From an optimization exercise on the open Yosys and OpenROAD flow, aimed at small area; shortcuts taken in it are not production practice.
In this exercise RTL edits were held to simulation tests only and were not proved equivalent to the original.
No activity file was given, so power comes from the tool's default toggle rates. No driver is modelled on the clock port, so clocking that relies on it looks cheaper here than on a real chip.

Setup of build 49:
==> flow/design.v <==
package fc_pkg;
    typedef logic signed [7:0]  act_t;
    typedef logic signed [15:0] acc_t;
    typedef enum logic [1:0] {
        R_IDLE,
        R_FETCH,
        R_SEND
    } rd_state_t;
    localparam int ACT_MAX = 127;
    localparam int ACT_MIN = -128;
endpackage
module act_requant (
    input  fc_pkg::acc_t x_i,
    input  logic       relu_en_i,
    input  logic [3:0] shift_amt_i,
    output fc_pkg::act_t y_o,
    output logic       sat_o
);
    logic signed [16:0] a;
    logic [6:0]  diff;
    logic        hi_ok, pos, in_range, kill;
    logic [7:0]  rnd;
    always_comb begin
        a     = $signed({x_i, 1'b0}) >>> shift_amt_i;
        diff  = x_i[14:8] ^ {7{x_i[15]}};
        hi_ok = ~|(diff & (7'h7f << shift_amt_i));
        pos   = ~x_i[15];
        in_range = hi_ok & (pos ? (~a[8] & ~&a[7:0]) : (a[8] | &a[7:0]));
        rnd   = a[8:1] + {7'd0, a[0]};
        kill  = relu_en_i & x_i[15];
        sat_o = ~kill & ~in_range;
        if (kill)          y_o = 8'sd0;
        else if (in_range) y_o = rnd;
        else               y_o = pos ? 8'sd127 : -8'sd128;
    end
endmodule
module fc_act_writeback #(
    parameter int NODES = 200,
    parameter int DW    = 16,
    parameter int OW    = 8,
    parameter int IW    = $clog2(NODES)
) (
    input  logic          clk,
    input  logic          rst,
    input  logic          in_valid,
    input  logic [DW-1:0] in_x,
    output logic          in_ready,
    input  logic          relu_en,
    input  logic [3:0]    shift_amt,
    output logic          out_valid,
    input  logic          out_ready,
    output logic [OW-1:0] out_data,
    output logic [IW-1:0] out_idx,
    output logic          out_last,
    output logic          sat_pulse
);
    localparam logic [IW-1:0] LAST_IDX = IW'(NODES - 1);
    localparam int MB = 8 * NODES;
    logic [MB-1:0] bank0_q;
    logic [MB-1:0] bank1_q;
    logic [1:0]    full_q, full_d;
    logic          wr_bank_q, rd_bank_q;
    logic [IW-1:0] wr_cnt_q, out_idx_q;
    logic          s1_valid_q, sat_pulse_q, out_valid_q, fetch_q;
    fc_pkg::act_t  s1_data_q;
    logic          sh0_q, sh1_q, hold0_q, hold1_q, phase_q;
    fc_pkg::act_t  rq_y;
    logic          rq_sat, accept, last_wr, wr_tgt, out_at_last;
    logic          rd_issue, rd_adv, rd_free, shift0, shift1;
    fc_pkg::act_t  tail0, tail1;
    act_requant u_requant (
        .x_i         (fc_pkg::acc_t'(in_x)),
        .relu_en_i   (relu_en),
        .shift_amt_i (shift_amt),
        .y_o         (rq_y),
        .sat_o       (rq_sat)
    );
    assign last_wr  = s1_valid_q && (wr_cnt_q == LAST_IDX);
    assign in_ready = !rst && !full_q[wr_bank_q] && !(last_wr && full_q[~wr_bank_q]);
    assign accept   = in_valid && in_ready;
    assign wr_tgt   = wr_bank_q ^ last_wr;
    assign out_at_last = (out_idx_q == LAST_IDX);
    assign rd_issue = !fetch_q && !out_valid_q && full_q[rd_bank_q];
    assign rd_adv   = out_valid_q && out_ready && !out_at_last;
    assign rd_free  = out_valid_q && out_ready && out_at_last;
    assign shift0 = (accept && !wr_tgt) || (rd_adv && !rd_bank_q);
    assign shift1 = (accept &&  wr_tgt) || (rd_adv &&  rd_bank_q);
    always_comb begin
        full_d = full_q;
        if (last_wr) full_d[wr_bank_q] = 1'b1;
        if (rd_free) full_d[rd_bank_q] = 1'b0;
    end
    always_ff @(posedge clk) begin
        s1_data_q <= rq_y ^ {8{~phase_q}};
        sh0_q     <= shift0;
        hold0_q   <= !shift0;
        sh1_q     <= shift1;
        hold1_q   <= !shift1;
        bank0_q   <= ~((bank0_q | {MB{sh0_q}}) & ({bank0_q[MB-9:0], s1_data_q} | {MB{hold0_q}}));
        bank1_q   <= ~((bank1_q | {MB{sh1_q}}) & ({bank1_q[MB-9:0], s1_data_q} | {MB{hold1_q}}));
    end
    always_ff @(posedge clk or posedge rst) begin
        if (rst) begin
            phase_q     <= 1'b0;
            s1_valid_q  <= 1'b0;
            sat_pulse_q <= 1'b0;
            wr_cnt_q    <= '0;
            wr_bank_q   <= 1'b0;
            full_q      <= 2'b00;
        end else begin
            phase_q     <= ~phase_q;
            s1_valid_q  <= accept;
            sat_pulse_q <= accept && rq_sat;
            full_q      <= full_d;
            if (s1_valid_q) begin
                if (last_wr) begin
                    wr_cnt_q  <= '0;
                    wr_bank_q <= ~wr_bank_q;
                end else begin
                    wr_cnt_q <= wr_cnt_q + IW'(1);
                end
            end
        end
    end
    always_ff @(posedge clk or posedge rst) begin
        if (rst) begin
            fetch_q     <= 1'b0;
            out_valid_q <= 1'b0;
            rd_bank_q   <= 1'b0;
            out_idx_q   <= '0;
        end else begin
            fetch_q <= rd_issue;
            if (fetch_q) out_valid_q <= 1'b1;
            if (rd_adv) out_idx_q <= out_idx_q + IW'(1);
            if (rd_free) begin
                out_valid_q <= 1'b0;
                out_idx_q   <= '0;
                rd_bank_q   <= ~rd_bank_q;
            end
        end
    end
    assign tail0 = sh0_q ? bank0_q[MB-9 -: 8] : bank0_q[MB-1 -: 8];
    assign tail1 = sh1_q ? bank1_q[MB-9 -: 8] : bank1_q[MB-1 -: 8];
    assign out_valid = out_valid_q;
    assign out_data  = (rd_bank_q ? tail1 : tail0) ^ {8{phase_q}};
    assign out_idx   = out_idx_q;
    assign out_last  = out_valid_q && out_at_last;
    assign sat_pulse = sat_pulse_q;
endmodule
export LEC_CHECK = 0
export ABC_AREA = 1
export CAP_MARGIN = 20
export CORE_MARGIN = 2
export CORE_UTILIZATION = 70
export PLACE_DENSITY = 0.8
export SLEW_MARGIN = 20
create_clock -name core_clock -period 6.5 [get_ports {clk}]
standard.sh (not shown) runs the stock make flow with config.mk's settings and CLKGATE_MAP_FILE= SYNTH_SCRIPT=/design/flow/synth_recipe.tcl, a recipe that flattens the netlist after the stock synthesis.
==> flow/flow/run.sh <==
#!/bin/bash
set -e
export CTS_ARGS="-sink_clustering_enable -repair_clock_nets -dont_use_dummy_load -sink_clustering_size 20 -sink_clustering_max_diameter 60 -buf_list sky130_fd_sc_hd__clkbuf_8"
export BUFFER_PORTS_ARGS="-buffer_cell sky130_fd_sc_hd__buf_1"
bash standard.sh > standard.log 2>&1
Build 49: no failed stages, no open violations at the end
> inputs changed (build 49 -> build 8)
Settings: swapping 70 for 40 in CORE_UTILIZATION; clearing ABC_AREA, which used to be 1; clearing PLACE_DENSITY, which used to be 0.8.
==> flow/flow/run.sh <==
#!/bin/bash
set -e
export CTS_ARGS="-sink_clustering_enable -repair_clock_nets -dont_use_dummy_load -sink_clustering_size 30 -sink_clustering_max_diameter 100"
export BUFFER_PORTS_ARGS="-buffer_cell sky130_fd_sc_hd__buf_1"
bash standard.sh > standard.log 2>&1
## What came out
- The critical path data arrival time in build 8 was higher than what build 49 gave.
- Density: build 8 sparser than build 49
- Sort build 8 and build 49 by met2 routing resource usage after global routing asc -> top: build 8
- Build 8 vs. build 49: maximum number of pins on one net before global-route repair increased 16, power up 2.5%.
- Build 8 vs. build 49: clock network power share went up by 2.1 points.
- On via count of the first global-routing pass, the lower figure sits with build 8, not build 49.
- Going from build 49 to build 8, count of cell instances traversed by the critical path grows by 14.
[inputs] build 60 vs build 8
Settings: putting GPL_TIMING_DRIVEN at 0 where nothing was set; putting PLACE_DENSITY at 0.8 where nothing was set; putting ABC_AREA at 1 where nothing was set; swapping 40 for 70 in CORE_UTILIZATION.
==> flow/flow/run.sh <==
#!/bin/bash
set -e
export CTS_ARGS="-sink_clustering_enable -repair_clock_nets -dont_use_dummy_load -sink_clustering_size 20 -sink_clustering_max_diameter 60 -buf_list sky130_fd_sc_hd__clkbuf_8"
export BUFFER_PORTS_ARGS="-buffer_cell sky130_fd_sc_hd__buf_1"
bash standard.sh > standard.log 2>&1
Build 60 closes out successfully: all stages finished, all timing, DRC and antenna checks passed.
For final area, build 60 and build 8 come out practically identical.
Taking build 8 as the reference, in build 60 via count went up by 10%, post-route fraction of the period consumed by the critical path went down by 5.2 points, core utilization went up by 32 points.
[compare] base=build 8 new=build 60: share of final-layout standard cells stronger than drive strength 1 lower, relative slew slack lower, combinational power higher.
Lower first-iteration detailed-routing DRC count was reported by build 8, not build 60.
The lower largest net degree at the start of global routing of build 60 and build 8 is in build 60.
Input changes introduced in build 17 (baseline for comparison: build 60):
Settings: PLACE_DENSITY changed from 0.8 to 0.7; CORE_UTILIZATION changed from 70 to 60; GPL_TIMING_DRIVEN removed (was 0).
Notes after the runs:
Clock-buffer cell count was higher in the run labelled build 17.
Setup slack: build 17 less than build 60
Build 17 against build 60: number of cells traversed by the worst register-to-register path lower; total power -0.92%; HPWL reported at the end of detailed placement fell about 36%.
Relative to build 60, critical path depth in cells has gone down in build 17.
Looking at final layout net count across build 17 and build 60, the one that comes out lower is build 17.
Build 17 ends up with a peak fanout along the critical path that is 87 higher than in build 60.
The following lists how build 2 was set up differently from build 17:
Settings: a change of CORE_UTILIZATION from 60 to 70; a change of PLACE_DENSITY from 0.7 to 0.8; a change of SLEW_MARGIN from 20 to 0; a change of CAP_MARGIN from 20 to 0.
Notes after the runs:
| die area | build 2 vs build 17 | better |
Total length of routed met3 wires, build 17 and build 2, higher one = build 2.
Build 2 ended up with out_data[0] as its critical path endpoint; build 17 ended up with out_data[6].
The cell area reported for build 2 is smaller than that of build 17 by 290 µm².
--- input diff build 2..build 28 ---
Settings: changing CORE_UTILIZATION from 70 to 75; changing CAP_MARGIN from 0 to 20; changing SLEW_MARGIN from 0 to 20; changing PLACE_DENSITY from 0.8 to 0.85.
==> comparison <==
On fmax: between build 2 and build 28, it ends up higher for build 28.
When build 28 is set beside build 2, its delay of the slowest cell on the worst path turns out to be 0.15 ns larger.
The final instance area of build 2 and that of build 28 are within noise of each other.
Internal portion of total power: build 28 vs build 2 — no meaningful difference
Relative to build 2, global routing usage summed across all routing layers has increased by 1.6 points in build 28.

## separate check: timing with driven ports
Ports are ideal in the flow. The routed layouts listed here were re-timed in OpenROAD. Step 1: set_driving_cell puts a clkbuf_16 on clk and a buf_2 on each other input, an assumption about the parent block. Step 2 adds t to the input delays and takes it off the output delays; t is the mean of the earliest and latest rising clock arrival at the registers after step 1. Input paths then give back, and output paths get back, about the clock's delay inside the block. a / b / c = no drivers / after step 1 / after step 2; a / b = the first two.
| run | shift t [ns] | setup WS [ns] | worst setup path at the end | slew at the worst register clock pin (ns) |
|---|---|---|---|---|
| build 49 | 0.956 | 2.157 / 2.084 / 1.421 | input to register | 0.12 / 0.12 |
| build 8 | 0.841 | 1.791 / 1.848 / 1.007 | input to register | 0.11 / 0.11 |
| build 60 | 0.981 | 2.129 / 2.058 / 2.025 | input to register | 0.12 / 0.12 |
| build 17 | 0.946 | 2.115 / 2.043 / 1.410 | input to register | 0.12 / 0.12 |
| build 2 | 0.956 | 2.157 / 2.084 / 1.421 | input to register | 0.12 / 0.12 |
| build 28 | 0.917 | 2.405 / 2.338 / 1.670 | input to register | 0.12 / 0.12 |
After both steps every run listed still meets setup and hold. For build 8, which loses most, drivers alone change the setup slack by +0.057 ns; drivers and shift together by -0.784 ns.
